Context: an optimization exercise on an open-source flow, tuned for small area. The choices shown serve that exercise and are no tape-out recipe.
At most, simulation tests tie the RTL to the original design; equivalence was not proved.
Power and IR drop assume default switching activity. No driver is modelled on the clock port, so clocking that relies on it looks cheaper here than on a real chip.

## qr_out_deskew
module qr_out_deskew #(
  parameter int CORDIC_PIPE_STAGE = qr_pkg::CORDIC_PIPE_STAGE,
  parameter int DATA_W            = qr_pkg::DATA_W,
  parameter int NUM_LANES         = qr_pkg::NUM_LANES,
  parameter int ROWS              = 4,
  parameter int FIFO_DEPTH        = 8
) (
  input  logic              Clk,
  input  logic              Reset,
  input  logic [3:0]        InValid,
  input  logic [DATA_W-1:0] InData1,
  input  logic [DATA_W-1:0] InData2,
  input  logic [DATA_W-1:0] InData3,
  input  logic [DATA_W-1:0] InData4,
  output logic              OutValid,
  input  logic              OutReady,
  output logic [DATA_W-1:0] OutData1,
  output logic [DATA_W-1:0] OutData2,
  output logic [DATA_W-1:0] OutData3,
  output logic [DATA_W-1:0] OutData4,
  output logic              OutLast,
  output logic              SkewErr,
  output logic              Overflow
);
For scale: roughly 2400 cells after synthesis, ~1800 flip-flops, about 48000 sq um of cells after synthesis.
clock: 5.0 ns
lec_check: 0
cap_margin: 20
core_margin: 2
core_utilization: 75
cts_buf_list: sky130_fd_sc_hd__clkbuf_16
cts_cluster_diameter: 100
cts_cluster_size: 30
slew_margin: 20
standard.sh (not shown) runs the stock make flow with config.mk's settings and CLKGATE_MAP_FILE= SYNTH_SCRIPT=/design/flow/synth_recipe.tcl, a recipe that flattens the netlist after the stock synthesis.
==> flow/flow/run.sh <==
#!/bin/bash
# Standard ORFS layout, with two changes:
#  - the port buffers are the smallest buffer cell (buf_1) instead of the
#    resizer's default choice;
#  - clock tree synthesis inserts no dummy loads.
# Every tool's output goes to standard.log in this folder.
set -euo pipefail
export BUFFER_PORTS_ARGS="-buffer_cell sky130_fd_sc_hd__buf_1"
export CTS_ARGS="-sink_clustering_enable -repair_clock_nets -buf_list sky130_fd_sc_hd__clkbuf_16 -sink_clustering_size 30 -sink_clustering_max_diameter 100 -dont_use_dummy_load"
bash standard.sh finish "BUFFER_PORTS_ARGS=$BUFFER_PORTS_ARGS" "CTS_ARGS=$CTS_ARGS" > standard.log 2>&1
Rerun with:
--- a/flow/flow/run.sh
+++ b/flow/flow/run.sh
@@ -7,4 +7,4 @@
 set -euo pipefail
 export BUFFER_PORTS_ARGS="-buffer_cell sky130_fd_sc_hd__buf_1"
-export CTS_ARGS="-sink_clustering_enable -repair_clock_nets -buf_list sky130_fd_sc_hd__clkbuf_16 -sink_clustering_size 30 -sink_clustering_max_diameter 100 -dont_use_dummy_load"
+export CTS_ARGS="-sink_clustering_enable -repair_clock_nets -buf_list sky130_fd_sc_hd__clkbuf_16 -sink_clustering_size 34 -sink_clustering_max_diameter 80 -dont_use_dummy_load"
 bash standard.sh finish "BUFFER_PORTS_ARGS=$BUFFER_PORTS_ARGS" "CTS_ARGS=$CTS_ARGS" > standard.log 2>&1
- CORE_UTILIZATION: 75 -> 85
- CTS_BUF_LIST: sky130_fd_sc_hd__clkbuf_16 -> unset
- CTS_CLUSTER_DIAMETER: 100 -> unset
- CTS_CLUSTER_SIZE: 30 -> unset
Outcome: The new run never finished: it broke off in 4_1_cts; synthesized cell count stays the same; synthesized area does not change.
Rerun with:
- CORE_UTILIZATION: 85 -> 75
- CTS_BUF_LIST: unset -> sky130_fd_sc_hd__clkbuf_16
- CTS_CLUSTER_DIAMETER: unset -> 100
- CTS_CLUSTER_SIZE: unset -> 30
Result: The changed run ran to the end with no violations; synthesized area stays the same; synthesized cell count stays the same.


run 1:
The RTL this note starts from:
==> flow/design.v <==
package qr_pkg;
  localparam int DATA_W            = 20;
  localparam int CORDIC_PIPE_STAGE = 8;
  localparam int NUM_LANES         = 4;
  localparam int SKEW_D            = CORDIC_PIPE_STAGE + 1;
  typedef logic signed [DATA_W-1:0] sample_t;
  typedef sample_t                  row_t [NUM_LANES];
  function automatic int lane_len(input int lane, input int lanes, input int step);
    lane_len = (lanes - 1 - lane) * step;
  endfunction
endpackage
module lane_delay #(
  parameter int LEN = 0,
  parameter int W   = 20
) (
  input  logic         clk,
  input  logic [W-1:0] data,
  output logic [W-1:0] delayed_data
);
  generate
    if (LEN == 0) begin : g_wire
      assign delayed_data = data;
    end else begin : g_sr
      logic [LEN*W-1:0] sr;
      if (LEN == 1) begin : g_one
        always_ff @(posedge clk) sr <= data;
      end else begin : g_many
        always_ff @(posedge clk) sr <= {sr[(LEN-1)*W-1:0], data};
      end
      assign delayed_data = sr[(LEN-1)*W +: W];
    end
  endgenerate
endmodule
module qr_out_deskew #(
  parameter int CORDIC_PIPE_STAGE = qr_pkg::CORDIC_PIPE_STAGE,
  parameter int DATA_W            = qr_pkg::DATA_W,
  parameter int NUM_LANES         = qr_pkg::NUM_LANES,
  parameter int ROWS              = 4,
  parameter int FIFO_DEPTH        = 8
) (
  input  logic              Clk,
  input  logic              Reset,
  input  logic [3:0]        InValid,
  input  logic [DATA_W-1:0] InData1,
  input  logic [DATA_W-1:0] InData2,
  input  logic [DATA_W-1:0] InData3,
  input  logic [DATA_W-1:0] InData4,
  output logic              OutValid,
  input  logic              OutReady,
  output logic [DATA_W-1:0] OutData1,
  output logic [DATA_W-1:0] OutData2,
  output logic [DATA_W-1:0] OutData3,
  output logic [DATA_W-1:0] OutData4,
  output logic              OutLast,
  output logic              SkewErr,
  output logic              Overflow
);
  localparam int D    = CORDIC_PIPE_STAGE + 1;
  localparam int AW   = (FIFO_DEPTH > 1) ? $clog2(FIFO_DEPTH) : 1;
  localparam int CW   = $clog2(FIFO_DEPTH + 1);
  localparam int RW   = (ROWS > 1) ? $clog2(ROWS) : 1;
  localparam int ROWW = NUM_LANES * DATA_W;
  logic [DATA_W-1:0] in1, in2, dly0, dly1, dly2;
  logic [DATA_W-1:0] mid1, mid2;
  lane_delay #(.LEN(qr_pkg::lane_len(0, NUM_LANES, D)), .W(DATA_W))
    u_lane0 (.clk(Clk), .data(InData1), .delayed_data(dly0));
  lane_delay #(.LEN(D), .W(DATA_W))
    u_lane1a (.clk(Clk), .data(in1), .delayed_data(mid1));
  lane_delay #(.LEN(qr_pkg::lane_len(1, NUM_LANES, D) - D), .W(DATA_W))
    u_lane1b (.clk(Clk), .data(mid1), .delayed_data(dly1));
  lane_delay #(.LEN(D), .W(DATA_W))
    u_lane2a (.clk(Clk), .data(in2), .delayed_data(mid2));
  assign dly2 = mid2;
  logic [D-1:0] v0, all1, all2;
  logic [3:0]   rst_age;
  logic         live;
  logic         a1, o1, a2, o2, all_valid, any_valid;
  assign live      = (rst_age == 4'(D));
  assign a1        = live & v0[D-1] & InValid[1];
  assign o1        = (live & v0[D-1]) | InValid[1];
  assign a2        = live & all1[D-1] & InValid[2];
  assign o2        = (live & (all1[D-1] | mid1[0])) | InValid[2];
  assign all_valid = live & all2[D-1] & InValid[3];
  assign any_valid = (live & (all2[D-1] | mid2[0])) | InValid[3];
  assign in1 = {InData2[DATA_W-1:1], a1 ? InData2[0] : o1};
  assign in2 = {InData3[DATA_W-1:1], a2 ? InData3[0] : o2};
  always_ff @(posedge Clk) begin
    v0   <= {v0[D-2:0],   InValid[0]};
    all1 <= {all1[D-2:0], a1};
    all2 <= {all2[D-2:0], a2};
  end
  always_ff @(posedge Clk) begin
    if (Reset)     rst_age <= '0;
    else if (!live) rst_age <= rst_age + 1'b1;
  end
  logic            cand_valid;
  logic [ROWW-1:0] cand_row;
  logic            skew_err;
  always_ff @(posedge Clk) begin
    if (Reset) begin
      cand_valid <= 1'b0;
      skew_err   <= 1'b0;
    end else begin
      cand_valid <= all_valid;
      skew_err   <= any_valid & ~all_valid;
    end
  end
  always_ff @(posedge Clk) cand_row <= {InData4, dly2, dly1, dly0};
  logic [ROWW-1:0] mem [FIFO_DEPTH];
  logic [AW:0]     wr_ptr;
  logic [AW:0]     rd_ptr;
  logic [RW-1:0]   row_cnt;
  logic            overflow;
  logic            full;
  logic            not_empty;
  logic            push;
  logic            pop;
  logic            drop;
  logic [ROWW-1:0] head;
  assign full      = (wr_ptr == (rd_ptr ^ {1'b1, {AW{1'b0}}}));
  assign not_empty = (wr_ptr != rd_ptr);
  assign pop       = not_empty & OutReady;
  assign push      = cand_valid & (~full | pop);
  assign drop      = cand_valid & full & ~pop;
  always_ff @(posedge Clk) begin
    if (push) mem[wr_ptr[AW-1:0]] <= cand_row;
  end
  always_ff @(posedge Clk) begin
    if (Reset) begin
      wr_ptr   <= '0;
      rd_ptr   <= '0;
      row_cnt  <= '0;
      overflow <= 1'b0;
    end else begin
      if (push) wr_ptr <= wr_ptr + 1'b1;
      if (pop)  rd_ptr <= rd_ptr + 1'b1;
      if (pop) row_cnt <= (row_cnt == RW'(ROWS - 1)) ? '0 : row_cnt + 1'b1;
      if (drop) overflow <= 1'b1;
    end
  end
  logic [FIFO_DEPTH-1:0] rd_sel;
  always_ff @(posedge Clk) begin
    if (Reset)    rd_sel <= FIFO_DEPTH'(1);
    else if (pop) rd_sel <= {rd_sel[FIFO_DEPTH-2:0], rd_sel[FIFO_DEPTH-1]};
  end
  always_comb begin
    head = '0;
    for (int i = 0; i < FIFO_DEPTH; i++) head = head | ({ROWW{rd_sel[i]}} & mem[i]);
  end
  assign OutValid = not_empty;
  assign OutData1 = head[0*DATA_W +: DATA_W];
  assign OutData2 = head[1*DATA_W +: DATA_W];
  assign OutData3 = head[2*DATA_W +: DATA_W];
  assign OutData4 = head[3*DATA_W +: DATA_W];
  assign OutLast  = not_empty && (row_cnt == RW'(ROWS - 1));
  assign SkewErr  = skew_err;
  assign Overflow = overflow;
endmodule
Settings: LEC_CHECK=0, CAP_MARGIN=20, CORE_MARGIN=2, CORE_UTILIZATION=75, SLEW_MARGIN=20; clock period 5.0 ns.
==> flow/flow/run.sh <==
#!/bin/bash
# Standard ORFS layout, with two changes:
#  - the port buffers are the smallest buffer cell (buf_1) instead of the
#    resizer's default choice;
#  - clock tree synthesis inserts no dummy loads.
# Every tool's output goes to standard.log in this folder.
set -euo pipefail
export BUFFER_PORTS_ARGS="-buffer_cell sky130_fd_sc_hd__buf_1"
export CTS_ARGS="-sink_clustering_enable -repair_clock_nets -buf_list sky130_fd_sc_hd__clkbuf_16 -sink_clustering_size 30 -sink_clustering_max_diameter 100 -dont_use_dummy_load"
bash standard.sh finish "BUFFER_PORTS_ARGS=$BUFFER_PORTS_ARGS" "CTS_ARGS=$CTS_ARGS" > standard.log 2>&1
Both conditions hold for run 1: the flow ran to the end and the final layout passed the timing, design-rule and antenna checks.
Here is what was changed in the inputs of run 2 compared with run 1.
--- a/flow/flow/run.sh
+++ b/flow/flow/run.sh
@@ -9 +9 @@
-export CTS_ARGS="-sink_clustering_enable -repair_clock_nets -buf_list sky130_fd_sc_hd__clkbuf_16 -sink_clustering_size 30 -sink_clustering_max_diameter 100 -dont_use_dummy_load"
+export CTS_ARGS="-sink_clustering_enable -repair_clock_nets -buf_list sky130_fd_sc_hd__clkbuf_16 -sink_clustering_size 36 -sink_clustering_max_diameter 70 -dont_use_dummy_load"
[summary]
Sequential share of layout area for run 2: 0.47 points up relative to run 1. Summary of run 2 over run 1: setup slack after layout fell 28 ps, initial antenna violation count fell 1, fraction of the cycle the final worst path needs rose 0.56 points, top achievable clock speed fell 0.0019 GHz. The vias after detailed routing of run 2 was superior to that of run 1. Delta (run 2 minus run 1): global-route wire length before repair shrank by 2.8%; adder and majority cell fraction of the synthesized area barely changed. Any difference in clock skew between run 1 and run 2 is small enough to ignore. The estimated power of run 2 ends up lower than the estimate for run 1.
Input changes introduced in run 3 (baseline for comparison: run 2):
--- a/flow/flow/run.sh
+++ b/flow/flow/run.sh
@@ -9 +9 @@
-export CTS_ARGS="-sink_clustering_enable -repair_clock_nets -buf_list sky130_fd_sc_hd__clkbuf_16 -sink_clustering_size 36 -sink_clustering_max_diameter 70 -dont_use_dummy_load"
+export CTS_ARGS="-sink_clustering_enable -repair_clock_nets -buf_list sky130_fd_sc_hd__clkbuf_16 -sink_clustering_size 32 -sink_clustering_max_diameter 80 -dont_use_dummy_load"
[summary]
- In run 3, the register share of total power came out 1.3 points below the value in run 2.
- Compared with run 2, run 3 shows final-layout clock-cell area share higher by 0.38 points.
- Summary of run 3 over run 2: cell count essentially unchanged, combinational power share now sits at about the same level.
- The run with more routed wire is run 3, not run 2.
- Delta (run 3 minus run 2): clock group share of total power went up by 1.3 points, global-route usage went up by 0.56 points, switching power summed over all nets went up by 2.7%.
- Clock-pin slew of the registers on the worst-case setup and hold paths is higher on run 3
- Run 3 against run 2: longest individual stage delay on the worst path rose 30 ps, clock buffer count from CTS rose 8.
Inputs modified between run 3 and run 4:
--- a/flow/flow/run.sh
+++ b/flow/flow/run.sh
@@ -9 +9 @@
-export CTS_ARGS="-sink_clustering_enable -repair_clock_nets -buf_list sky130_fd_sc_hd__clkbuf_16 -sink_clustering_size 32 -sink_clustering_max_diameter 80 -dont_use_dummy_load"
+export CTS_ARGS="-sink_clustering_enable -repair_clock_nets -buf_list sky130_fd_sc_hd__clkbuf_16 -sink_clustering_size 34 -sink_clustering_max_diameter 80 -dont_use_dummy_load"
Findings:
The clock latency on the worst-skew pair number comes out higher for run 4 vs run 3.
Summary: final hold slack, run 4 better than run 3
Relative to run 3, layout overhead on the synthesized area decreased by 0.43 points in run 4.
Run 4 against run 3: final-layout clock buffer total fell by 8; post-synthesis net count did not really move; met2 track demand over resource moved down.
No functional check of the RTL was part of any run of this note.

## static timing again, ports no longer ideal
How much do the figures lean on ideal ports? The routed layouts below were timed once more, with nothing changed but the port constraints. Step 1 sets driving cells, clkbuf_16 on the clock port and buf_2 on the other inputs (assumed; they add their load-dependent delay and slew). Step 2 times the ports against the registers' clock, not the clock port: input delays grow and output delays shrink by t, the midpoint of the rising clock arrivals with the driver on. Slacks: no drivers / after step 1 / after step 2; pairs: no drivers / after step 1.
run	shift t [ns]	setup slack, ns	worst setup path after step 2
the first run of note 1	0.685	0.705 / 0.641 / 1.326	register to output
the third run of note 1	0.710	0.653 / 0.590 / 1.299	register to output
run 1	0.698	1.180 / 1.115 / 1.054	input to register
run 2	0.710	1.153 / 1.088 / 1.099	input to register
run 3	0.683	1.123 / 1.056 / 1.071	input to register
run 4	0.728	1.128 / 1.063 / 1.088	input to register
After both steps setup and hold are still met in every run listed. For run 1, which loses most, drivers alone change the setup slack by -0.065 ns; drivers and shift together by -0.126 ns.
